Background: an optimization exercise with open tools, aiming at small area, a short achievable clock period and few clock cycles. Do not read the settings as production practice. Function was checked by simulation only, so behaviour that the tests miss may differ from the original. Power and IR drop assume default switching activity.

job 6860:
// mpls_proc
module mpls_proc (
   input  logic                   clk,
   input  logic                   reset,
   input  logic [8+64-1:0]  in_word,     
   input  logic                   in_wr,
   output logic                   in_rdy,
   output logic [8+64-1:0]  out_word,    
   output logic                   out_wr,
   input  logic                   out_rdy,
   input  logic [48-1:0]      bram_dst_mac,
   input  logic [72-1:0] mplsword,
   input  logic                   unicast_out,
   input  logic [7:0]             ttl_stat_out
);
   localparam int DEPTH = 29;           
   logic [63:0]    q [0:DEPTH];         
   logic [DEPTH:0] oh;                  
   logic           hv;                  
   logic           owr;
   logic           frd;                 
   logic           ld_o;                
   logic           hold_o;              
   logic           rdy_q;
   logic           end_in;              
   logic [7:0]     endc;
   logic [63:0]    out_d;
   logic [7:0]     out_c;
   logic [7:0]     in_ctrl;
   logic           in_end;
   logic           fempty;
   logic           hfree;
   logic           fwr;
   logic           hv_n;
   logic           owr_n;
   logic [DEPTH:0] oh_n;
   logic           last_rd;
   logic           head_end;
   assign in_ctrl  = in_word[71:64];
   assign in_end   = (in_ctrl != 8'h00) && (in_ctrl != 8'hff);
   assign fempty   = oh[0];
   assign hfree    = !hv || owr;
   assign fwr      = in_wr && !(hfree && fempty);
   assign hv_n     = hfree ? (!fempty || in_wr) : 1'b1;
  ...
Size: roughly 2000 flip-flops, roughly 280 I/O pins, about 71000 um2 of cells after synthesis.
Settings: LEC_CHECK=0, CAP_MARGIN=20, CORE_MARGIN=2, CORE_UTILIZATION=70, CTS_CLUSTER_DIAMETER=100, CTS_CLUSTER_SIZE=25, PLACE_DENSITY=0.8, SETUP_SLACK_MARGIN=2.85, SLEW_MARGIN=20; clock period 5.0 ns.
standard.sh (not shown) runs the stock make flow with config.mk's settings and CLKGATE_MAP_FILE= SYNTH_SCRIPT=/design/flow/synth_recipe.tcl, a recipe that flattens the netlist after the stock synthesis.
==> flow/flow/run.sh <==
#!/bin/bash
# The standard layout, with the ports buffered by plain buffers (sky130_fd_sc_hd__buf_2)
# instead of the delay cells buffer_ports picks by itself, and the timing repair allowed
# to size a cell into any footprint.
set -euo pipefail
export BUFFER_PORTS_ARGS="-buffer_cell sky130_fd_sc_hd__buf_2"
bash standard.sh MATCH_CELL_FOOTPRINT=0 finish > standard.log 2>&1
Testbench counts of job 6860, summed over its fixed seeds: cycles 27,614.
--- input diff job 6860..job 9706 ---
==> flow/run.sh (new file) <==
#!/bin/bash
# synth_recipe.tcl (not shown) runs the flow's synth.tcl, then flattens the netlist and writes it again
# the make line also repeats each setting of config.mk as NAME=value (left out here)
make -C /OpenROAD-flow-scripts/flow DESIGN_CONFIG=/design/flow/config.mk WORK_HOME=/design/flow/orfs CLKGATE_MAP_FILE= SYNTH_SCRIPT=/design/flow/synth_recipe.tcl finish
removed: flow/flow/run.sh
removed: flow/standard.sh
### Flow results
Status | job 6860 and job 9706 | clean. Between job 9706 and job 6860, the proportion of total power due to net switching figures differ only marginally. From job 6860 to job 9706 the numbers moved as follows: number of non-clock inverters now larger; arrival time of the worst setup path saw an increase. Min least setup slack across all paths after layout across job 6860 and job 9706: job 9706. Higher delay of the slowest cell on the worst path among job 6860 and job 9706: job 9706. Diff job 6860 -> job 9706: fraction of power consumed by the clock network comparable, utilization increased 2.0 points, multi-input logic portion of the cell area shrank by 0.81 points, sequential standard cell area now sits at about the same level. Comparing job 6860 and job 9706, ratio of final minimum period to clock period is lower on job 6860. Across both runs, power after layout was higher for job 9706 than for job 6860.
Changes in job 9753 relative to job 9706:
- swapping 25 for 30 in CTS_CLUSTER_SIZE
- swapping 2.85 for 2.95 in SETUP_SLACK_MARGIN
==> flow/flow/run.sh (new file) <==
#!/bin/bash
# The standard layout, with the ports buffered by plain buffers (sky130_fd_sc_hd__buf_2)
# instead of the delay cells buffer_ports picks by itself; the timing repair can then size
# them like any other buffer.
set -euo pipefail
export BUFFER_PORTS_ARGS="-buffer_cell sky130_fd_sc_hd__buf_2"
bash standard.sh > standard.log 2>&1
==> flow/standard.sh (new file) <==
#!/bin/bash
# synth_recipe.tcl (not shown) runs the flow's synth.tcl, then flattens the netlist and writes it again
# the make line also repeats each setting of config.mk as NAME=value (left out here)
make -C /OpenROAD-flow-scripts/flow DESIGN_CONFIG=/design/flow/config.mk WORK_HOME=/design/flow/orfs CLKGATE_MAP_FILE= SYNTH_SCRIPT=/design/flow/synth_recipe.tcl "${@:-finish}"
removed: flow/run.sh
Results
The lower switching power of job 9706 and job 9753 is in job 9753.
Layout overhead on the synthesized area on job 9753 is down relative to job 9706.
Summary of job 9753 over job 9706: static power due to leakage went down 0.98 nW, worst hold slack ~0 delta, sequential share of layout area grew by 1.6 points, net total in the final layout -85.
The internal power number comes out lower for job 9753 vs job 9706.
[compare] base=job 9706 new=job 9753: non-clock buffer count -59; maximum frequency now larger; total grt overflow neither gained nor lost much.

* * *

## run A
Starting RTL as in the previous note.
clock: 5.0 ns
lec_check: 0
cap_margin: 20
core_margin: 2
core_utilization: 55
cts_cluster_diameter: 100
cts_cluster_size: 25
place_density: 0.7
setup_slack_margin: 2.85
slew_margin: 20
==> flow/flow/run.sh <==
#!/bin/bash
# The standard layout, with the ports buffered by plain buffers (sky130_fd_sc_hd__buf_2)
# instead of the delay cells buffer_ports picks by itself; the timing repair can then size
# them like any other buffer.
set -euo pipefail
export BUFFER_PORTS_ARGS="-buffer_cell sky130_fd_sc_hd__buf_2"
bash standard.sh > standard.log 2>&1
Run A has completed all stages; timing, DRC and antenna checks passed.
Testbench counts of run A, summed over its fixed seeds: cycles 27,614.
### run A -> run B
==> flow/run.sh (new file) <==
#!/bin/bash
# synth_recipe.tcl (not shown) runs the flow's synth.tcl, then flattens the netlist and writes it again
# the make line also repeats each setting of config.mk as NAME=value (left out here)
make -C /OpenROAD-flow-scripts/flow DESIGN_CONFIG=/design/flow/config.mk WORK_HOME=/design/flow/orfs CLKGATE_MAP_FILE= SYNTH_SCRIPT=/design/flow/synth_recipe.tcl finish
removed: flow/flow/run.sh
removed: flow/standard.sh
[summary]
Taking run A as the reference, in run B diode insertion count for antenna repair has decreased; final net count went up by 39; clock network fraction of design power level.
Between run A and run B, core utilization is lower for run A, run B comes in above that.
Cell area | run B vs run A | run B larger
Number of non-clock buffers in the layout delta for run B relative to run A: 12% higher
A critical path launch point of out_d[32] is what run A shows, while out_d[53] belongs to run B.
The following lists how run C was set up differently from run B:
==> flow/flow/run.sh (new file) <==
#!/bin/bash
# The standard layout, with the ports buffered by plain buffers (sky130_fd_sc_hd__buf_2)
# instead of the delay cells buffer_ports picks by itself; the timing repair can then size
# them like any other buffer.
set -euo pipefail
export BUFFER_PORTS_ARGS="-buffer_cell sky130_fd_sc_hd__buf_2"
bash standard.sh > standard.log 2>&1
==> flow/standard.sh (new file) <==
#!/bin/bash
# synth_recipe.tcl (not shown) runs the flow's synth.tcl, then flattens the netlist and writes it again
# the make line also repeats each setting of config.mk as NAME=value (left out here)
make -C /OpenROAD-flow-scripts/flow DESIGN_CONFIG=/design/flow/config.mk WORK_HOME=/design/flow/orfs CLKGATE_MAP_FILE= SYNTH_SCRIPT=/design/flow/synth_recipe.tcl "${@:-finish}"
-- flow/config.mk --
<<< run B, line 10
export CORE_UTILIZATION = 55
>>> run C, line 10
export CORE_UTILIZATION = 80
<<< run B, line 13
export PLACE_DENSITY = 0.7
>>> run C, line 13
export PLACE_DENSITY = 0.88
removed: flow/run.sh
Findings:
Compared with run B, in run C area added between synthesis and finish lower; maximum vdd ir drop higher. From run B to run C the numbers moved as follows: share of total power in combinational logic rose 0.8 points; number of cells on the worst reg-to-reg path rose 1. Diff run B -> run C: non-clock buffer count down 40; combinational group power up about 4%. Vias: run C above run B. Delta (run C minus run B): cell area moved down, total clock buffers created by CTS level, weighted congestion reported at the end of routability-driven placement moved up, die area moved down.
--- input diff run C..run D ---
-- flow/config.mk --
<<< run C, line 10
export CORE_UTILIZATION = 80
>>> run D, line 10
export CORE_UTILIZATION = 70
<<< run C, line 13
export PLACE_DENSITY = 0.88
export SETUP_SLACK_MARGIN = 2.85
>>> run D, line 13
export PLACE_DENSITY = 0.8
export SETUP_SLACK_MARGIN = 2.95
--- outcome ---
Run D and run C ended up with nearly the same leakage dissipation. In terms of register-to-register slack, run C and run D differ only marginally. Taking run C as the reference, in run D tap cell count up 12%; power went down; count of nets left with antenna violations after detail routing closely matched the old numbers; worst setup slack rose by 83 ps; overall track demand over capacity in global routing shows a reduction of 6.1 points. Compared to run C, run D has logic depth of the worst setup path including buffers 6 lower. Run D ends up with a minimum clock period that is 83 ps lower than in run C.
The following lists how run E was set up differently from run D:
-- flow/config.mk --
<<< run D, line 14
export SETUP_SLACK_MARGIN = 2.95
>>> run E, line 14
export SETUP_SLACK_MARGIN = 2.85
--- outcome ---
On via count of the first global-routing pass, run E and run D are neck and neck. On average vias per placed instance, run E tracks run D almost exactly. Between run E and run D, the difference in core utilization is negligible. Between run E and run D, the difference in via count is negligible.

## re-timing with driven ports
In the flow no input, the clock included, has a driving cell. The finished layouts below were timed again as built, in two steps.
Step 1 sets driving cells, clkbuf_16 on the clock port and buf_2 on the other inputs (assumed; they add their load-dependent delay and slew).
Step 2 also shifts input and output timing later by t, the mid clock arrival at the registers, as if the neighbouring blocks saw the same clock.
Three values: ideal, step 1, step 2; two values: the first two.
run	shift t [ns]	setup WS [ns]	worst hold slack (ns)	worst setup path after step 2	cell pins on the clock port's net
job 6860	0.762	2.815 / 2.740 / 2.086	0.460 / 0.460 / 0.460	input to register	1
job 9706	0.759	2.778 / 2.755 / 2.078	0.462 / 0.462 / 0.462	input to register	1
job 9753	0.758	2.802 / 2.753 / 2.120	0.463 / 0.463 / 0.463	input to register	1
run A	0.766	2.819 / 2.745 / 2.070	0.461 / 0.461 / 0.461	input to register	1
run B	0.767	2.810 / 2.739 / 2.140	0.460 / 0.460 / 0.460	input to register	1
run C	0.752	2.722 / 2.725 / 1.987	0.459 / 0.459 / 0.459	input to register	1
run D	0.760	2.805 / 2.735 / 2.142	0.460 / 0.460 / 0.460	input to register	1
run E	0.762	2.828 / 2.756 / 2.109	0.457 / 0.457 / 0.457	input to register	1
After both steps every run listed still meets setup and hold. The setup slack of run A, which loses most, moves by -0.074 ns with the drivers and by -0.749 ns with both steps.
